Source: an optimization exercise on an open RTL-to-GDS flow (aim: small area). Production flows keep margins and buffers that such runs may drop.
Function was checked by simulation only, so behaviour that the tests miss may differ from the original.
No activity file was given, so power comes from the tool's default toggle rates.

**flow/design.v**
```verilog
module iot_filter_param #(
    parameter int IN_W  = 8,
    parameter int BEATS = 16,
    parameter int WORDS = 8
) (
    input  logic                     clk,
    input  logic                     rst,
    input  logic                     in_en,
    input  logic [IN_W-1:0]          iot_in,
    input  logic [2:0]               fn_sel,
    input  logic [IN_W*BEATS-1:0]    lo_bound,
    input  logic [IN_W*BEATS-1:0]    hi_bound,
    output logic                     busy,
    output logic                     valid,
    output logic [IN_W*BEATS-1:0]    iot_out
);
    localparam int WORD_W = IN_W * BEATS;
    localparam int LOG2W  = $clog2(WORDS);
    localparam int AW     = WORD_W + LOG2W;
    localparam int BCW    = $clog2(BEATS);
    typedef enum logic [2:0] {
        FN_NONE     = 3'd0,
        FN_MAX      = 3'd1,
        FN_MIN      = 3'd2,
        FN_AVG      = 3'd3,
        FN_EXTRACT  = 3'd4,
        FN_EXCLUDE  = 3'd5,
        FN_PEAK_MAX = 3'd6,
        FN_PEAK_MIN = 3'd7
    } fn_e;
    typedef enum logic {
        ST_COLLECT,
        ST_EVAL
    } state_e;
    state_e            state, state_nx;
    logic [BCW-1:0]    beat_cnt;
    logic [LOG2W-1:0]  word_cnt;
    logic [WORD_W-1:0] word;
    logic [AW-1:0]     acc;
    logic [WORD_W-1:0] peak;
    logic              peak_vld;
    fn_e               cfg_fn;
    logic [WORD_W-1:0] cfg_lo;
    logic [WORD_W-1:0] cfg_hi;
    logic              valid_r;
    logic [WORD_W-1:0] out_r;
    logic              busy_w;
    logic              accept;
    logic              beat_last;
    logic              first_word;
    logic              last_word;
    logic [AW-1:0]     wide;
    logic [AW-1:0]     acc_nx;
    logic [WORD_W-1:0] round_val;
    logic [WORD_W-1:0] peak_nx;
    logic              peak_vld_nx;
    logic              res_vld;
    logic [WORD_W-1:0] res;
    always_ff @(posedge clk) begin
        if (rst) begin
            state <= ST_COLLECT;
        end else begin
            state <= state_nx;
        end
    end
    always_comb begin
        state_nx    = state;
        busy_w      = (state == ST_EVAL);
        accept      = in_en && !busy_w;
        beat_last   = (beat_cnt == BCW'(BEATS - 1));
        first_word  = (word_cnt == '0);
        last_word   = (word_cnt == LOG2W'(WORDS - 1));
        wide        = {{LOG2W{1'b0}}, word};
        acc_nx      = acc;
        round_val   = '0;
        peak_nx     = peak;
        peak_vld_nx = peak_vld;
        res_vld     = 1'b0;
        res         = '0;
        case (state)
            ST_COLLECT: begin
                if (accept && beat_last) begin
                    state_nx = ST_EVAL;
                end
            end
            ST_EVAL: begin
                state_nx = ST_COLLECT;
                case (cfg_fn)
                    FN_MAX, FN_PEAK_MAX: acc_nx = (first_word || wide > acc) ? wide : acc;
                    FN_MIN, FN_PEAK_MIN: acc_nx = (first_word || wide < acc) ? wide : acc;
                    FN_AVG:              acc_nx = first_word ? wide : acc + wide;
                    FN_EXTRACT: begin
                        res_vld = (cfg_lo < word) && (word < cfg_hi);
                        res     = word;
                    end
                    FN_EXCLUDE: begin
                        res_vld = (word < cfg_lo) || (word > cfg_hi);
                        res     = word;
                    end
                    default: ;
                endcase
                round_val = acc_nx[WORD_W-1:0];
                if (last_word) begin
                    case (cfg_fn)
                        FN_MAX, FN_MIN: begin
                            res_vld = 1'b1;
                            res     = round_val;
                        end
                        FN_AVG: begin
                            res_vld = 1'b1;
                            res     = WORD_W'(acc_nx >> LOG2W);
                        end
                        FN_PEAK_MAX: begin
                            if (!peak_vld || round_val > peak) begin
                                res_vld     = 1'b1;
                                res         = round_val;
                                peak_nx     = round_val;
                                peak_vld_nx = 1'b1;
                            end
                        end
                        FN_PEAK_MIN: begin
                            if (!peak_vld || round_val < peak) begin
                                res_vld     = 1'b1;
                                res         = round_val;
                                peak_nx     = round_val;
                                peak_vld_nx = 1'b1;
                            end
                        end
                        default: ;
                    endcase
                end
            end
            default: state_nx = ST_COLLECT;
        endcase
    end
    always_ff @(posedge clk) begin
        if (rst) begin
            beat_cnt <= '0;
            word_cnt <= '0;
            word     <= '0;
            acc      <= '0;
            peak     <= '0;
            peak_vld <= 1'b0;
            cfg_fn   <= FN_NONE;
            cfg_lo   <= '0;
            cfg_hi   <= '0;
            valid_r  <= 1'b0;
            out_r    <= '0;
        end else begin
            valid_r <= 1'b0;
            out_r   <= '0;
            if (accept) begin
                word     <= {word[WORD_W-IN_W-1:0], iot_in};
                beat_cnt <= beat_last ? '0 : beat_cnt + 1'b1;
                if (beat_cnt == '0 && word_cnt == '0) begin
                    cfg_fn <= fn_e'(fn_sel);
                    cfg_lo <= lo_bound;
                    cfg_hi <= hi_bound;
                    if (fn_e'(fn_sel) != cfg_fn) begin
                        peak_vld <= 1'b0;
                    end
                end
            end
            if (state == ST_EVAL) begin
                acc      <= acc_nx;
                peak     <= peak_nx;
                peak_vld <= peak_vld_nx;
                valid_r  <= res_vld;
                out_r    <= res_vld ? res : '0;
                word_cnt <= last_word ? '0 : word_cnt + 1'b1;
            end
        end
    end
    assign busy    = busy_w;
    assign valid   = valid_r;
    assign iot_out = out_r;
endmodule
```
**flow/run.sh**
```bash
#!/bin/bash
# synth_recipe.tcl (not shown) runs the flow's synth.tcl, then flattens the netlist and writes it again
# the make line also repeats each setting of config.mk as NAME=value (left out here)
make -C /OpenROAD-flow-scripts/flow DESIGN_CONFIG=/design/flow/config.mk WORK_HOME=/design/flow/orfs CLKGATE_MAP_FILE= SYNTH_SCRIPT=/design/flow/synth_recipe.tcl finish
```
**flow/config.mk**
```make
export PLATFORM = sky130hd
export DESIGN_NAME = iot_filter_param
export DESIGN_NICKNAME = iot_filter_param
export VERILOG_FILES = /design/flow/design.v
export SDC_FILE = /design/flow/constraint.sdc
export NUM_CORES = 4
export LEC_CHECK = 0
export CAP_MARGIN = 20
export CORE_MARGIN = 2
export CORE_UTILIZATION = 40
export PLACE_DENSITY = 0.6
export SLEW_MARGIN = 20
```
**flow/constraint.sdc**
```tcl
create_clock -name core_clock -period 11.0 [get_ports {clk}]
set_input_delay 2.2000 -clock core_clock [delete_from_list [all_inputs] [get_ports {clk}]]
set_output_delay 2.2000 -clock core_clock [all_outputs]
set_load 0.01 [all_outputs]
```
==> impl_metrics.csv <==
group,metric,value,unit
worst_setup_path,rrSetupSlack,1.09,ns
worst_setup_path,cp_slowest_cell,"nor4_4",
detailed_routing,first_pass_iters,9,
clock_network,clockBufferDepth,3,
power_and_ir_drop,p_int,5.10,mW
final_layout,drive_gt1_frac,0.0658,
global_routing,grt_pass1_wl,377,mm
final_layout,nFillCells,14000,
floorplanning,start_util,0.401,
detailed_routing,drc,0,
floorplanning,rows,137,
floorplanning,die_area,142000,um^2
clock_network,root_buffer,"clkbuf_16",
timing,max_slew_margin,0.149,
timing,tns,0,ns
placed_design,place.gp.congestion,1.03,
clock_network,clk_pin_slew,0.06,ns
timing,clock_skew,0.0432,ns
final_layout,finalInstanceArea,65800,um^2
timing,tightestPinTransition,1.27,ns
synthesis,syn_inst,7600,
global_routing,grt_remaining_overflow,0,
detailed_routing,drt-initial-drc-count,6205,
worst_setup_path,slowest_delay,0.71,ns
synthesis,synth-edff-count,0,
synthesis,yosysTopAreaCell,"dfxtp_1",
min_path,whs_endpoint,"cfg_hi[42]",
power_and_ir_drop,clockPowerShare,0.430,
timing,layout_setup_ws,1.09,ns
power_and_ir_drop,p_switching,2.21,mW
global_routing,antenna_found_initial,8,
power_and_ir_drop,ir_worst_vdd,0.102,mV
worst_setup_path,critPathKind,"reg2reg",
clock_network,clk_latency,0.75,ns
synthesis,yosysWarnings,1,
worst_setup_path,reg2reg_depth,29,
detailed_routing,detail-route-antenna-nets,0,
clock_network,cts.sinks,784,
global_routing,grt_max_degree,174,
global_routing,grt_pass1_vias,55900,
synthesis,yosysUniqueCellTypes,93,
timing,max_freq,101,MHz
timing,rsz0062_at_grt,"false",
synthesis,syn_avg_cell_area,7.34,um^2
min_path,hold_class,"reg2reg",
final_layout,final_nets,8792,
synthesis,synthTopCellsByCount,"1266 x nand2_1, 979 x a21oi_1, 784 x dfxtp_1",
clock_network,cts_tree,"built",
run,drv_cap,0,
placed_design,dp_hpwl,197,mm
synthesis,synth_nets,8516,
power_and_ir_drop,combPwrFrac,0.166,
worst_setup_path,worst_setup_path_end_kind,"flip-flop",
global_routing,groute.usage.overall,0.355,
synthesis,yosysMostFrequentCell,"nand2_1",
timing,fin_crit,9.91,ns
run_status,outcome,"timing/DRC/antenna clean",
timing,drv_slew,0,
synthesis,synth-seq-area-share,0.281,
clock_network,cts_resized,0,
power_and_ir_drop,netSwitchingFraction,0.303,
worst_setup_path,crit_arrival,10.59,ns
worst_setup_path,r2r_start,"word[117]",
synthesis,synth_top_area_share,0.281,
final_layout,instances_no_fill,9826,
clock_network,post-cts-setup-buffers,0,
detailed_routing,avgViaCountPerCell,6.02,
worst_setup_path,path_max_fanout,18,
global_routing,gr-usage-met3,0.0650,
global_routing,grt-busiest-layer,"met2",
placed_design,portBuffers,399,
floorplanning,die_h,377,um
power_and_ir_drop,p_leak,25.5,nW
power_and_ir_drop,power_density,111,nW/um^2
global_routing,met2_usage,0.567,
synthesis,syn_area,55800,um^2
clock_network,cts_hold_repair.buffers,0,
worst_setup_path,worstPathRequired,11.68,ns
worst_setup_path,start_kind,"flip-flop",
timing,setup_viol,0,
synthesis,async_flop_share,0,
global_routing,grt_util_met1,0.460,
worst_setup_path,startpoint,"word[117]",
timing,period_share,0.901,
final_layout,area_growth,18.0,%
timing,fin_hold_ws,0.453,ns
worst_setup_path,crit_top_cell,"buf_4",
min_path,hold_path_depth,2,
placed_design,pre_cts_slack,1.40,ns
synthesis,yosys-top-cells-area,"dfxtp_1 28%, ha_1 14%, a21oi_1 8.8%, nand2_1 8.5%, inv_1 4.7%",
synthesis,synth-main-ff-cell,"dfxtp_1",
floorplanning,ioPinCount,400,
detailed_routing,wire_per_inst,26.7,um
power_and_ir_drop,power,7.31,mW
final_layout,utilization,0.474,
clock_network,cts_max_level,3,
min_path,hp-start,"cfg_hi[42]",
worst_setup_path,r2r-end,"out_r[123]",
detailed_routing,drt-total-wl,263,mm
synthesis,ys_seq_elements,784,
placed_design,placedCellCount,9658,
timing,hold_viol,0,
placed_design,placed_area,62800,um^2
floorplanning,core,139000,um^2
clock_network,numCtsBuffers,92,
power_and_ir_drop,share_seq_of_total_power,0.404,
detailed_routing,vias,59200,
floorplanning,die_x,377,um
## flip-flops by register name, summed over array words and instances (netlist names)
register,flops
acc,131
cfg_lo,128
cfg_hi,128
peak,128
peak_vld,1
beat_cnt,4
out_r,128
cfg_fn,3
state,1
word_cnt,3
word,128
valid_r,1
## layout by cell type, fill, tap and decap left out, drive strengths merged, types with 27 or more instances in the layout
cell           netlist  layout
nand2             1266    1266
a21oi              981     981
dfxtp              784     784
inv                700     706
ha                 645     645
nor2               508     508
clkdlybuf4s50        0     398
o21ai              299     299
buf                 50     258
a211oi             200     200
nand4              133     133
nand3              129     129
clkbuf             424     125
nor4               123     123
o31ai               93      93
nor3                90      90
mux2i               89      89
a22oi               83      83
xnor2               75      75
a21o                59      59
o211ai              55      55
a221oi              54      54
nor2b               53      53
a31oi               46      46
o21bai              44      44
a21boi              44      44
o22ai               41      41
o21a                40      40
o221ai              35      35
a221o               33      33
and2                32      32
and3                29      29
clkinv               3      29
nand2b              27      27
## cells by family (layout without fill, tap and decap cells)
family	Yosys count	count (layout)	synth area share
buffers and inverters	1177	1526	0.0802
xor gates and xnor gates	94	94	0.0148
muxes	104	104	0.0190
other	0	1	0
and+or+nand+nor	2467	2467	0.194
DFF	784	784	0.281
AOI/OAI and AO/OA	2328	2328	0.265
adders and majority gates	646	646	0.145
## metal layers
layer	wire length, um	part of all wire
met1	110000	0.42
met2	117000	0.44
met3	21600	0.082
met4	14500	0.055
met5	66	0.00025
## layout make-up
type | count | area, um^2 | share of cell area
multi-input cells | 5639 | 35900 | 0.546
flip-flops and latches | 784 | 15700 | 0.238
repair buffers | 656 | 6200 | 0.0942
clock buffers | 125 | 2640 | 0.0401
inverters | 703 | 2640 | 0.0401
well taps | 1876 | 2350 | 0.0357
clock inverters | 42 | 385 | 0.00585
diodes | 1 | 2.50 | 0.0000380
## power by group through the flow
stage	clock network (mW)	registers (mW)	logic (mW)
after floorplan	0	3.00	0.627
after global placement	0	3.01	1.17
after detailed placement	0	3.01	1.18
after CTS	3.18	2.95	1.19
after global routing	3.29	2.96	1.30
final	3.14	2.95	1.22
## worst max-delay path, delay by kind of cell (launching register included)
family,cells,cell delay [ns]
fa+ha+maj,2,0.78
simple gates,11,4.33
compound gates,10,2.79
flops,1,0.63
buf+inv,6,1.28
## worst max path at each step
stage	end	slack, ns	cells after the start
floorplan	peak[5]	3.90	32
global placement	out_r[123]	1.41	26
detailed placement	out_r[123]	1.40	29
CTS	out_r[123]	1.37	29
global route	peak[63]	0.89	30
finish	out_r[123]	1.09	29

-- afterwards: timing with drivers on the ports --
The flow's constraints put no driver on any port. The routed layout listed below was extracted and timed again, unchanged, in two steps. Step 1 assumes that a clkbuf_16 drives the clock port and a buf_2 every other input. Step 2 adds t to the input delays and takes it off the output delays; t is the mean of the earliest and latest rising clock arrival at the registers after step 1. Input paths then give back, and output paths get back, about the clock's delay inside the block. a / b / c = no drivers / after step 1 / after step 2; a / b = the first two.
t, ns: 0.813
setup WS [ns]: 1.090 / 1.090 / 1.090
latest minus earliest clock arrival (ns): 0.044 / 0.044
slew at the worst register clock pin (ns): 0.08 / 0.08
worst slew at a driven data input, ns: 0.08
After both steps setup and hold are still met in this run. For this run, drivers alone change the setup slack by 0.000 ns; drivers and shift together by 0.000 ns.
